Source: an optimization exercise on an open RTL-to-GDS flow (aim: small area, a short achievable clock period and few clock cycles). Production flows keep margins and buffers that such runs may drop. In this exercise RTL edits were held to simulation tests only and were not proved equivalent to the original. Power figures rest on the tool's default switching activity, not on a simulated workload.

==> inputs of v29 <==
## positional_list_store_top
module positional_list_store_top
#(
    parameter int CAPACITY = 32
) (
    input  logic        i_clk,
    input  logic        i_rst_n,
    input  logic        start,
    input  logic [39:0] i_item,
    output logic        busy,
    output logic        o_strobe,
    output logic [41:0] o_result
);
Settings: LEC_CHECK=0, CAP_MARGIN=20, CORE_MARGIN=2, CORE_UTILIZATION=40, CTS_CLUSTER_DIAMETER=120, CTS_CLUSTER_SIZE=24, PLACE_DENSITY=0.45, SETUP_SLACK_MARGIN=3.0, SLEW_MARGIN=20; clock period 5.0 ns.
run.sh (not shown) runs the stock make flow with config.mk's settings and CLKGATE_MAP_FILE= SYNTH_SCRIPT=/design/flow/synth_recipe.tcl, a recipe that flattens the netlist after the stock synthesis.
==> v21: changes against v29 <==
--- a/flow/design.v
+++ b/flow/design.v
@@ -38,21 +38,19 @@
     input  logic [5:0] i_pos,       
     input  logic [5:0] i_count,     
     output logic [3:0] o_sel        
 );
     logic w_below;    
     logic w_at;       
     logic w_tail;     
-    logic w_inlist;   
     logic w_l, w_r, w_n;
     assign w_below = (6'(SLOT + 1) < i_pos);
     assign w_at    = (6'(SLOT + 1) == i_pos);
     assign w_tail  = (6'(SLOT + 1) >= i_count);
-    assign w_inlist = (6'(SLOT) <= i_count);
-    assign w_n = (i_rot && w_tail) || (i_ins && w_at && w_inlist);
+    assign w_n = (i_rot && w_tail) || (i_ins && w_at);
     assign w_r = (i_rot && !w_tail) || (i_del && !w_below);
     assign w_l = i_ins && !w_below && !w_at;
     assign o_sel = {w_n, w_r, w_l, !(w_n || w_r || w_l)};
 endmodule
 import pls_pkg::*;
 module pls_ram #(
     parameter int DEPTH = 32
@@ -100,39 +98,32 @@
     logic [5:0]         r_count_m1;   
     logic               r_full;       
     logic               r_empty;      
     logic               r_res;        
     pls_pkg::t_status   r_status;     
     logic signed [31:0] r_value;
     logic [5:0]         r_rem;        
-    logic               r_busy;       
-    logic               r_rem_gt2;    
-    logic               r_cnt_gt1;    
-    logic               w_rot_nx;     
-    logic               w_busy_nx;
+    logic               r_busy;
     logic               r_strobe;
     pls_pkg::t_result   r_result;
     logic               w_take;
     logic               w_pos_zero, w_full, w_empty, w_ins_fit, w_del_fit;
     logic               w_ins_ok, w_del_ok, w_str_ok;
-    logic               w_ins_go, w_del_go;
     pls_pkg::t_status   w_status;
     logic [5:0]         w_rem;
     logic               w_rot;
     assign w_take = i_start && !r_busy;
     assign w_pos_zero = (i_req.position == 6'd0);
     assign w_full     = r_full;
     assign w_empty    = r_empty;
     assign w_ins_fit  = (i_req.position <= r_count_p1);
     assign w_del_fit  = (i_req.position <= r_count);
     assign w_ins_ok   = (i_req.command == CMD_INSERT) && !w_full  && !w_pos_zero && w_ins_fit;
     assign w_del_ok   = (i_req.command == CMD_DELETE) && !w_empty && !w_pos_zero && w_del_fit;
     assign w_str_ok   = (i_req.command == CMD_STREAM) && !w_empty;
-    assign w_ins_go   = (i_req.command == CMD_INSERT) && !w_full  && !w_pos_zero;
-    assign w_del_go   = (i_req.command == CMD_DELETE) && !w_empty && !w_pos_zero;
     always_comb begin
         w_status = ST_OK;
         unique case (i_req.command)
             CMD_INSERT: begin
                 if (w_full)                        w_status = ST_FULL;
                 else if (w_pos_zero || !w_ins_fit) w_status = ST_BAD_POS;
             end
@@ -149,51 +140,46 @@
     always_ff @(posedge i_clk) begin
         if (!i_rst_n) begin
             r_count    <= 6'd0;
             r_count_p1 <= 6'd1;
             r_count_m1 <= 6'd63;
             r_full     <= 1'b0;
             r_empty    <= 1'b1;
-            r_cnt_gt1  <= 1'b0;
         end else if (w_take && w_ins_ok) begin
             r_count    <= r_count_p1;
             r_count_p1 <= r_count_p1 + 6'd1;
             r_count_m1 <= r_count;
             r_full     <= (r_count_p1 == 6'(CAPACITY));
             r_empty    <= 1'b0;
-            r_cnt_gt1  <= !r_empty;
         end else if (w_take && w_del_ok) begin
             r_count    <= r_count_m1;
             r_count_p1 <= r_count;
             r_count_m1 <= r_count_m1 - 6'd1;
             r_full     <= 1'b0;
             r_empty    <= (r_count_m1 == 6'd0);
-            r_cnt_gt1  <= (r_count_m1 > 6'd1);
         end
     end
     always_comb begin
         w_rem = 6'd0;
         if (r_rem > 6'd1) begin
             w_rem = r_rem - 6'd1;
         end else if (w_take && w_str_ok) begin
             w_rem = r_count;
         end
     end
     assign w_rot = r_rot;
-    assign w_rot_nx  = r_busy || (i_start && w_str_ok);
-    assign w_busy_nx = r_rem_gt2 || (!r_busy && i_start && w_str_ok && r_cnt_gt1);
     logic [4*CAPACITY-1:0] w_sel, r_sel;
     logic                  r_rot;
     for (genvar j = 0; j < CAPACITY; j++) begin : g_move
         pls_step #(
             .SLOT (j)
         ) u_step (
-            .i_ins   (w_take && w_ins_go),
-            .i_del   (w_take && w_del_go),
-            .i_rot   (w_rot_nx),
+            .i_ins   (w_take && w_ins_ok),
+            .i_del   (w_take && w_del_ok),
+            .i_rot   (w_rem != 6'd0),
             .i_pos   (i_req.position),
             .i_count (r_count),
             .o_sel   (w_sel[4*j +: 4])
         );
     end
     for (genvar j = 0; j < CAPACITY; j++) begin : g_selr
         always_ff @(posedge i_clk) begin
@@ -201,35 +187,33 @@
         end
         assign r_sel[4*j] = !(r_sel[4*j+1] || r_sel[4*j+2] || r_sel[4*j+3]);
     end
     always_ff @(posedge i_clk) begin
         if (!i_rst_n) begin
             r_rot <= 1'b0;
         end else begin
-            r_rot <= w_rot_nx;
+            r_rot <= (w_rem != 6'd0);
         end
     end
     assign o_sel = r_sel;
     assign o_new = w_rot ? i_head : r_value;
     always_ff @(posedge i_clk) begin
         r_value  <= i_req.value;
         r_status <= w_status;
     end
     always_ff @(posedge i_clk) begin
         if (!i_rst_n) begin
             r_res    <= 1'b0;
             r_rem    <= '0;
             r_busy   <= 1'b0;
-            r_rem_gt2 <= 1'b0;
             r_strobe <= 1'b0;
         end else begin
             r_res    <= w_take && !w_str_ok;
             r_rem    <= w_rem;
-            r_busy   <= w_busy_nx;
-            r_rem_gt2 <= (w_rem > 6'd2);
+            r_busy   <= (w_rem > 6'd1);
             r_strobe <= r_res || w_rot;
         end
     end
     always_ff @(posedge i_clk) begin
         r_result.status <= w_rot ? ST_OK : r_status;
         r_result.entry  <= w_rot ? i_head : '0;
         r_result.length <= 7'(r_count);
==> flow/config.mk (replaced) <==
export PLATFORM = sky130hd
export DESIGN_NAME = positional_list_store_top
export DESIGN_NICKNAME = positional_list_store_top
export VERILOG_FILES = /design/flow/design.v
export SDC_FILE = /design/flow/constraint.sdc
export NUM_CORES = 4
export LEC_CHECK = 0
export CAP_MARGIN = 20
export CORE_MARGIN = 2
export CORE_UTILIZATION = 40
export CTS_CLUSTER_DIAMETER = 150
export CTS_CLUSTER_SIZE = 30
export PLACE_DENSITY = 0.45
export SETUP_SLACK_MARGIN = 3.0
export SLEW_MARGIN = 20
==> v32: changes against v29 <==
==> flow/config.mk (replaced) <==
export PLATFORM = sky130hd
export DESIGN_NAME = positional_list_store_top
export DESIGN_NICKNAME = positional_list_store_top
export VERILOG_FILES = /design/flow/design.v
export SDC_FILE = /design/flow/constraint.sdc
export NUM_CORES = 4
export LEC_CHECK = 0
export CAP_MARGIN = 10
export CORE_MARGIN = 2
export CORE_UTILIZATION = 40
export CTS_CLUSTER_DIAMETER = 120
export CTS_CLUSTER_SIZE = 24
export PLACE_DENSITY = 0.5
export SETUP_SLACK_MARGIN = 3.0
export SLEW_MARGIN = 10
==> v5: changes against v29 <==
==> flow/config.mk (replaced) <==
export PLATFORM = sky130hd
export DESIGN_NAME = positional_list_store_top
export DESIGN_NICKNAME = positional_list_store_top
export VERILOG_FILES = /design/flow/design.v
export SDC_FILE = /design/flow/constraint.sdc
export NUM_CORES = 4
export LEC_CHECK = 0
export CAP_MARGIN = 20
export CORE_MARGIN = 2
export CORE_UTILIZATION = 55
export CTS_CLUSTER_DIAMETER = 120
export CTS_CLUSTER_SIZE = 24
export PLACE_DENSITY = 0.6
export SETUP_SLACK_MARGIN = 3.0
export SLEW_MARGIN = 20
==> summary.txt <==
quantity                                                                            v29                         v5                        v32                        v21
Slew at the pin closest to its max-slew limit                                   1.03 ns                    1.09 ns                   0.935 ns                   0.972 ns
Path length in cells of the critical path                                             1                         11                         12                         10
Area share of and/or/nand/nor cells after synthesis                               17.7%                      17.7%                      17.7%                      17.6%
Power in sequential cells                                                      18600 µW                   17900 µW                   17900 µW                   19000 µW
Non-clock buffers                                                                   305                        304                        310                        323
Multiplexer share of the synthesized area                                       0.0675%                    0.0675%                    0.0675%                         0%
Floorplan Core Area                                                          120000 µm²                  86800 µm²                 120000 µm²                 118000 µm²
Part of the power in the clock network                                            16.6%                      16.5%                      16.7%                      13.4%
Power dissipated by switching net loads                                        13000 µW                   11900 µW                   12100 µW                   14500 µW
Routed wire length                                                            184000 µm                  153000 µm                  164000 µm                  165000 µm
Routed length per placed instance                                               26.9 µm                    24.0 µm                    24.0 µm                    24.3 µm
Final clock skew                                                              0.0357 ns                  0.0248 ns                  0.0266 ns                  0.0229 ns
Run status                                             no timing/DRC/antenna violations  no timing/DRC/antenna violations  no timing/DRC/antenna violations  no timing/DRC/antenna violations
Final design utilization                                                          44.5%                      60.3%                      44.2%                      44.6%
Fraction of the mapped netlist area in adder cells                               0.468%                     0.468%                     0.468%                     0.444%
Last weighted congestion value of the routability-driven placer                   0.856                      0.887                      0.868                      0.819
Internal Dissipation                                                           19600 µW                   19500 µW                   19500 µW                   22300 µW
First-pass GRT wire length                                                    273000 µm                  243000 µm                  258000 µm                  258000 µm
Register bit total from synthesis                                                  1227                       1227                       1227                       1225
Clock Sink Count                                                                   1227                       1227                       1227                       1225
Critical path class                                              register to output pin  primary input to register  primary input to register  primary input to register
Testbench counts of v29, summed over its fixed seeds: cycles 5,065.
Testbench counts of v21, summed over its fixed seeds: cycles 5,065.
Testbench counts of v32, summed over its fixed seeds: cycles 5,065.
Testbench counts of v5, summed over its fixed seeds: cycles 5,065.

## what the ideal ports hide
In the flow no input, the clock included, has a driving cell. The finished layouts below were timed again as built, in two steps.
Step 1 sets driving cells, clkbuf_16 on the clock port and buf_2 on the other inputs (assumed; they add their load-dependent delay and slew).
Step 2 adds t to the input delays and takes it off the output delays; t is the mean of the earliest and latest rising clock arrival at the registers after step 1. Input paths then give back, and output paths get back, about the clock's delay inside the block.
Slacks: ideal ports / drivers / drivers and shift; pairs: ideal ports / drivers.
run | t, ns | slack for setup (ns) | worst slew at a driven data input, ns
v29 | 0.783 | 2.785 / 2.712 / 2.086 | 0.10
v21 | 0.756 | 2.764 / 2.747 / 2.059 | 0.06
v32 | 0.772 | 2.807 / 2.760 / 2.096 | 0.11
v5 | 0.729 | 2.725 / 2.726 / 2.043 | 0.09
After both steps every run listed still meets setup and hold. For v32, which loses most, drivers alone change the setup slack by -0.047 ns; drivers and shift together by -0.711 ns.
